This design comes from an exercise in tuning for small area and a short achievable clock period on the open sky130 flow, not from production work.
Only simulation tests tie the RTL to the original design; equivalence was not proved.
Power and IR drop assume default switching activity.

## alu_imm_dq_mw
module alu_imm_dq_mw
#(
  parameter int ENTRIES = 8,
  parameter int DISPATCH_WAYS = 4,
  parameter int LAUNCH_WAYS = 2,
  parameter int OCC_W = $clog2(ENTRIES + 1)
) (
  input logic CLK,
  input logic RST,
  input  logic [DISPATCH_WAYS-1:0] dispatch_attempt_by_way,
  input  logic [DISPATCH_WAYS-1:0] dispatch_valid_by_way,
  input  logic [DISPATCH_WAYS*4-1:0] dispatch_op_by_way,
  input  logic [DISPATCH_WAYS*12-1:0] dispatch_imm12_by_way,
  input  logic [DISPATCH_WAYS*LOG_PR_COUNT-1:0] dispatch_A_PR_by_way,
  input  logic [DISPATCH_WAYS-1:0] dispatch_A_ready_by_way,
  input  logic [DISPATCH_WAYS-1:0] dispatch_A_is_zero_by_way,
  input  logic [DISPATCH_WAYS*LOG_PR_COUNT-1:0] dispatch_dest_PR_by_way,
  input  logic [DISPATCH_WAYS*LOG_ROB_ENTRIES-1:0] dispatch_ROB_index_by_way,
  output logic [DISPATCH_WAYS-1:0] dispatch_ack_by_way,
  input  logic [PRF_BANK_COUNT-1:0] WB_bus_valid_by_bank,
  input  logic [PRF_BANK_COUNT*UPPER_W-1:0] WB_bus_upper_PR_by_bank,
  input  logic kill_valid,
  input  logic [LOG_ROB_ENTRIES-1:0] kill_ROB_index,
  input  logic [LOG_ROB_ENTRIES-1:0] rob_head_index,
  output logic [LAUNCH_WAYS-1:0] iq_enq_valid,
  output logic [LAUNCH_WAYS*4-1:0] iq_enq_op,
  output logic [LAUNCH_WAYS*12-1:0] iq_enq_imm12,
  output logic [LAUNCH_WAYS*LOG_PR_COUNT-1:0] iq_enq_A_PR,
  output logic [LAUNCH_WAYS-1:0] iq_enq_A_ready,
  output logic [LAUNCH_WAYS-1:0] iq_enq_A_is_zero,
  output logic [LAUNCH_WAYS*LOG_PR_COUNT-1:0] iq_enq_dest_PR,
  output logic [LAUNCH_WAYS*LOG_ROB_ENTRIES-1:0] iq_enq_ROB_index,
  input  logic [LAUNCH_WAYS-1:0] iq_enq_ready,
  output logic [OCC_W-1:0] occupancy
);
  ...
Size in the first run: about 330 flip-flops, ~300 I/O pins.
clock: 8.0 ns
lec_check: 0
cap_margin: 20
core_margin: 2
core_utilization: 65
setup_slack_margin: 3.8
slew_margin: 20
standard.sh (not shown) runs the stock make flow with config.mk's settings and CLKGATE_MAP_FILE= SYNTH_SCRIPT=/design/flow/synth_recipe.tcl, a recipe that flattens the netlist after the stock synthesis.
==> flow/flow/run.sh <==
#!/bin/bash
# Own layout flow: the standard ORFS flow (standard.sh) with two changes:
#  - the port buffers are buf_1 cells instead of the resizer's default pick;
#  - clock tree synthesis uses clkbuf_8/16 with larger sink clusters and no dummy loads.
# Every other step, including synthesis, is the standard flow.
set -euo pipefail
bash standard.sh \
  "BUFFER_PORTS_ARGS=-buffer_cell sky130_fd_sc_hd__buf_1" \
  "CTS_ARGS=-sink_clustering_enable -repair_clock_nets -dont_use_dummy_load -sink_clustering_size 25 -sink_clustering_max_diameter 80 -buf_list {sky130_fd_sc_hd__clkbuf_8 sky130_fd_sc_hd__clkbuf_16}" \
  finish > standard.log 2>&1
The baseline finished clean.
Edit:
Settings changed: CORE_UTILIZATION 65 to 45.
After rerunning:
- The changed run went through all stages and came out clean
- utilization falls by 23 points
- sequential power stays flat
- synthesized area is unchanged
- combinational power stays flat
- critical path depth is lower by 1
- non-clock buffer count is lower by 6
- total power rose by about 0.9%
- worst setup slack degrades by 0.090 ns
- final cell count increases by 7.8%
- global-route usage fell by 13 points

alu_imm_dq_mw, a different RTL version from the one above (not shown whole).
For scale: about 2300 cells after synthesis.
// alu_imm_dq_mw
module alu_imm_dq_mw
#(
  parameter int ENTRIES = 8,
  parameter int DISPATCH_WAYS = 4,
  parameter int LAUNCH_WAYS = 2,
  parameter int OCC_W = $clog2(ENTRIES + 1)
) (
  input logic CLK,
  input logic RST,
  input  logic [DISPATCH_WAYS-1:0] dispatch_attempt_by_way,
  input  logic [DISPATCH_WAYS-1:0] dispatch_valid_by_way,
  input  logic [DISPATCH_WAYS*4-1:0] dispatch_op_by_way,
  input  logic [DISPATCH_WAYS*12-1:0] dispatch_imm12_by_way,
  input  logic [DISPATCH_WAYS*LOG_PR_COUNT-1:0] dispatch_A_PR_by_way,
  input  logic [DISPATCH_WAYS-1:0] dispatch_A_ready_by_way,
  input  logic [DISPATCH_WAYS-1:0] dispatch_A_is_zero_by_way,
  input  logic [DISPATCH_WAYS*LOG_PR_COUNT-1:0] dispatch_dest_PR_by_way,
  input  logic [DISPATCH_WAYS*LOG_ROB_ENTRIES-1:0] dispatch_ROB_index_by_way,
  output logic [DISPATCH_WAYS-1:0] dispatch_ack_by_way,
  input  logic [PRF_BANK_COUNT-1:0] WB_bus_valid_by_bank,
  input  logic [PRF_BANK_COUNT*UPPER_W-1:0] WB_bus_upper_PR_by_bank,
  input  logic kill_valid,
  input  logic [LOG_ROB_ENTRIES-1:0] kill_ROB_index,
  input  logic [LOG_ROB_ENTRIES-1:0] rob_head_index,
  output logic [LAUNCH_WAYS-1:0] iq_enq_valid,
  output logic [LAUNCH_WAYS*4-1:0] iq_enq_op,
  output logic [LAUNCH_WAYS*12-1:0] iq_enq_imm12,
  output logic [LAUNCH_WAYS*LOG_PR_COUNT-1:0] iq_enq_A_PR,
  output logic [LAUNCH_WAYS-1:0] iq_enq_A_ready,
  ...
export LEC_CHECK = 0
export CAP_MARGIN = 20
export CORE_MARGIN = 2
export CORE_UTILIZATION = 30
export SETUP_SLACK_MARGIN = 3.8
export SLEW_MARGIN = 20
create_clock -name core_clock -period 8.0 [get_ports {CLK}]
Scripts as last shown in full above: flow/flow/run.sh
Change:
--- a/flow/config.mk
+++ b/flow/config.mk
@@ -8,5 +8,5 @@
 export CAP_MARGIN = 20
 export CORE_MARGIN = 2
-export CORE_UTILIZATION = 30
+export CORE_UTILIZATION = 60
 export SETUP_SLACK_MARGIN = 3.8
 export SLEW_MARGIN = 20
The new run completed without violations.
Total power goes down by 3.5%.
Sequential share of layout area is higher by 2.0 points.
Cell area shrinks by 5.3%.
Hold slack loses 26 ps.
Count of clock-buffer cells in the layout fell by 3.
Global-route usage is higher by 20 points.

[afterwards: timing with drivers on the ports]
How much do the figures lean on ideal ports? The routed layouts below were timed once more, with nothing changed but the port constraints.
Step 1: set_driving_cell puts a clkbuf_16 on CLK and a buf_2 on each other input, an assumption about the parent block.
Step 2 adds t to the input delays and takes it off the output delays; t is the mean of the earliest and latest rising clock arrival at the registers after step 1. Input paths then give back, and output paths get back, about the clock's delay inside the block.
Slacks: ideal / step 1 / step 2; pairs: ideal / step 1.
| run | t, ns | setup slack, ns | worst setup path at the end | slew at the worst register clock pin (ns) |
|---|---|---|---|---|
| the first run of note 1 | 0.573 | 3.789 / 3.757 / 3.376 | input to register | 0.10 / 0.10 |
| the second run of note 1 | 0.595 | 3.699 / 3.657 / 3.494 | input to register | 0.10 / 0.10 |
| the first run of note 2 | 0.606 | 3.371 / 3.307 / 3.332 | input to output | 0.10 / 0.10 |
| the second run of note 2 | 0.563 | 3.592 / 3.537 / 3.349 | input to register | 0.10 / 0.10 |
After both steps setup and hold are still met in every run listed. The setup slack of the first run of note 1, which loses most, moves by -0.032 ns with the drivers and by -0.413 ns with both steps.
